What follows belongs to an exercise in optimizing a design on an open flow for small area, a short achievable clock period and few clock cycles per item; a production flow would make more cautious choices. RTL that was checked went through simulation tests only; none was proved equivalent to the original.

v6:
## subbytes_stream
module subbytes_stream
#(
   parameter int LANES      = 16,
   parameter int CNT_W      = 32
) (
   input  logic                    clk,
   input  logic                    rst,
   input  logic                    in_valid,
   output logic                    in_ready,
   input  logic [aes_pkg::BYTE_W*LANES-1:0] in_data,
   input  logic                    in_inv,
   input  logic                    in_last,
   output logic                    out_valid,
   input  logic                    out_ready,
   output logic [aes_pkg::BYTE_W*LANES-1:0] out_data,
   output logic                    out_last,
   output logic [CNT_W-1:0]        beat_count
);
Size in the first run: roughly 360 flip-flops, about 300 I/O pins, ~0.033 mm² of cells after synthesis.
clock: 5.5 ns
lec_check: 0
cap_margin: 20
core_margin: 2
core_utilization: 60
place_density: 0.7
setup_slack_margin: 1.5
slew_margin: 20
synth_hierarchical: 1
synth_minimum_keep_size: 0
run.sh (not shown) runs the stock make flow with config.mk's settings and CLKGATE_MAP_FILE= SYNTH_SCRIPT=/design/flow/synth_recipe.tcl, a recipe that flattens the netlist after the stock synthesis.
> inputs changed (v6 -> v7)
Settings: PLACE_DENSITY changed from 0.7 to 0.6; CORE_UTILIZATION changed from 60 to 45.
Notes after the runs:
The flow did not stop early for v7: all stages ran, and the layout cleared the timing, design-rule and antenna checks. v7 against v6: weighted congestion reported at the end of routability-driven placement has decreased; inverter count level. Final-stage net count: v6 vs v7, no meaningful difference.
No run of this note included a check of the RTL's function; only the layout flow was run.

Another version of the RTL of subbytes_stream (not shown whole).
For scale: roughly 3300 cells after synthesis, about 360 flip-flops, about 0.034 mm^2 of cells after synthesis.
Design subbytes_stream, start of the top module:
module subbytes_stream
#(
   parameter int LANES      = 16,
   parameter int CNT_W      = 32
) (
   input  logic                    clk,
   input  logic                    rst,
   input  logic                    in_valid,
   output logic                    in_ready,
   input  logic [aes_pkg::BYTE_W*LANES-1:0] in_data,
   input  logic                    in_inv,
   input  logic                    in_last,
   output logic                    out_valid,
   input  logic                    out_ready,
   output logic [aes_pkg::BYTE_W*LANES-1:0] out_data,
   output logic                    out_last,
   output logic [CNT_W-1:0]        beat_count
);
Settings: LEC_CHECK=0, CAP_MARGIN=20, CORE_MARGIN=2, CORE_UTILIZATION=45, CTS_BUF_LIST=sky130_fd_sc_hd__clkbuf_8 sky130_fd_sc_hd__clkbuf_16, CTS_CLUSTER_DIAMETER=100, CTS_CLUSTER_SIZE=30, PLACE_DENSITY=0.6, SETUP_SLACK_MARGIN=2.3, SLEW_MARGIN=20, SYNTH_HIERARCHICAL=1, SYNTH_MINIMUM_KEEP_SIZE=0; clock period 5.5 ns.
standard.sh (not shown) runs the stock make flow with config.mk's settings and CLKGATE_MAP_FILE= SYNTH_SCRIPT=/design/flow/synth_recipe.tcl, a recipe that flattens the netlist after the stock synthesis.
==> flow/flow/run.sh <==
#!/bin/bash
# The standard layout (standard.sh), except that the port buffers that
# buffer_ports inserts are sky130_fd_sc_hd__buf_2 cells instead of its default pick.
set -euo pipefail
export BUFFER_PORTS_ARGS="-buffer_cell sky130_fd_sc_hd__buf_2"
bash standard.sh > standard_make.log 2>&1
Testbench counts at the start, summed over its fixed seeds: cycles 4,112, items 4,096.
Next try:
--- a/flow/config.mk
+++ b/flow/config.mk
@@ -9,7 +9,7 @@
 export CORE_MARGIN = 2
 export CORE_UTILIZATION = 45
-export CTS_BUF_LIST = sky130_fd_sc_hd__clkbuf_8 sky130_fd_sc_hd__clkbuf_16
-export CTS_CLUSTER_DIAMETER = 100
-export CTS_CLUSTER_SIZE = 30
+export CTS_BUF_LIST = sky130_fd_sc_hd__clkbuf_4 sky130_fd_sc_hd__clkbuf_8
+export CTS_CLUSTER_DIAMETER = 80
+export CTS_CLUSTER_SIZE = 16
 export PLACE_DENSITY = 0.6
 export SETUP_SLACK_MARGIN = 2.3
Outcome: Global-route usage climbs by 0.27 points. First-iteration DRC count drops slightly. Cell count barely changes. Via count barely changes. Register-to-register slack degrades by 0.02 ns. Synthesized area is unchanged.
Next try:
--- a/flow/config.mk
+++ b/flow/config.mk
@@ -10,8 +10,6 @@
 export CORE_UTILIZATION = 45
 export CTS_BUF_LIST = sky130_fd_sc_hd__clkbuf_4 sky130_fd_sc_hd__clkbuf_8
-export CTS_CLUSTER_DIAMETER = 80
-export CTS_CLUSTER_SIZE = 16
 export PLACE_DENSITY = 0.6
-export SETUP_SLACK_MARGIN = 2.3
+export SETUP_SLACK_MARGIN = 2.45
 export SLEW_MARGIN = 20
 export SYNTH_HIERARCHICAL = 1
=> The new run went through all stages and came out clean. Design area grows by about 6%. Global-route usage increases by 1.0 points. Synthesized area is unchanged.
Next try:
--- a/flow/config.mk
+++ b/flow/config.mk
@@ -10,6 +10,8 @@
 export CORE_UTILIZATION = 45
 export CTS_BUF_LIST = sky130_fd_sc_hd__clkbuf_4 sky130_fd_sc_hd__clkbuf_8
+export CTS_CLUSTER_DIAMETER = 80
+export CTS_CLUSTER_SIZE = 20
 export PLACE_DENSITY = 0.6
-export SETUP_SLACK_MARGIN = 2.45
+export SETUP_SLACK_MARGIN = 2.2
 export SLEW_MARGIN = 20
 export SYNTH_HIERARCHICAL = 1
The new run completed with no timing, DRC or antenna violations.
Final area falls by a little under a tenth.
Maximum frequency drops by a few percent.
Routed wire length goes down by roughly a tenth.
Register-to-register slack is about the same.
Next try:
--- a/flow/config.mk
+++ b/flow/config.mk
@@ -10,8 +10,6 @@
 export CORE_UTILIZATION = 45
 export CTS_BUF_LIST = sky130_fd_sc_hd__clkbuf_4 sky130_fd_sc_hd__clkbuf_8
-export CTS_CLUSTER_DIAMETER = 80
-export CTS_CLUSTER_SIZE = 20
 export PLACE_DENSITY = 0.6
-export SETUP_SLACK_MARGIN = 2.2
+export SETUP_SLACK_MARGIN = 2.3
 export SLEW_MARGIN = 20
 export SYNTH_HIERARCHICAL = 1
Final area went up by a few percent.
Count of clock-buffer cells in the layout went up by 65.
Routed wire length increases by a few percent.
Setup slack is better by 0.12 ns.
Synthesized cell count is unchanged.
Global-route usage is higher by 0.85 points.
Worst hold slack got worse by 0.0058 ns.

static timing again, ports no longer ideal:
Ports are ideal in the flow. The routed layouts listed here were re-timed in OpenROAD. Step 1 assumes that a clkbuf_16 drives the clock port and a buf_2 every other input. Step 2 also shifts input and output timing later by t, the mid clock arrival at the registers, as if the neighbouring blocks saw the same clock. Slacks: ideal / step 1 / step 2; pairs: ideal / step 1.
run | shift t [ns] | setup WS [ns] | worst setup path after step 2 | clock arrival spread, ns | pins driven straight from the clock port
v6 | 0.618 | 1.655 / 1.598 / 1.088 | input to register | 0.018 / 0.018 | 1
v7 | 0.627 | 1.694 / 1.664 / 1.103 | input to register | 0.020 / 0.019 | 1
the first run of note 2 | 0.635 | 2.409 / 2.185 / 1.550 | input to register | 0.032 / 0.032 | 1
the second run of note 2 | 0.724 | 2.403 / 2.249 / 1.525 | input to register | 0.023 / 0.024 | 1
the third run of note 2 | 0.663 | 2.445 / 2.308 / 1.645 | input to register | 0.032 / 0.032 | 1
the fourth run of note 2 | 0.716 | 2.303 / 2.284 / 1.578 | input to register | 0.028 / 0.029 | 1
the fifth run of note 2 | 0.686 | 2.426 / 2.214 / 1.528 | input to register | 0.032 / 0.031 | 1
After both steps setup and hold are still met in every run listed. For the fifth run of note 2, which loses most, drivers alone change the setup slack by -0.212 ns; drivers and shift together by -0.898 ns.
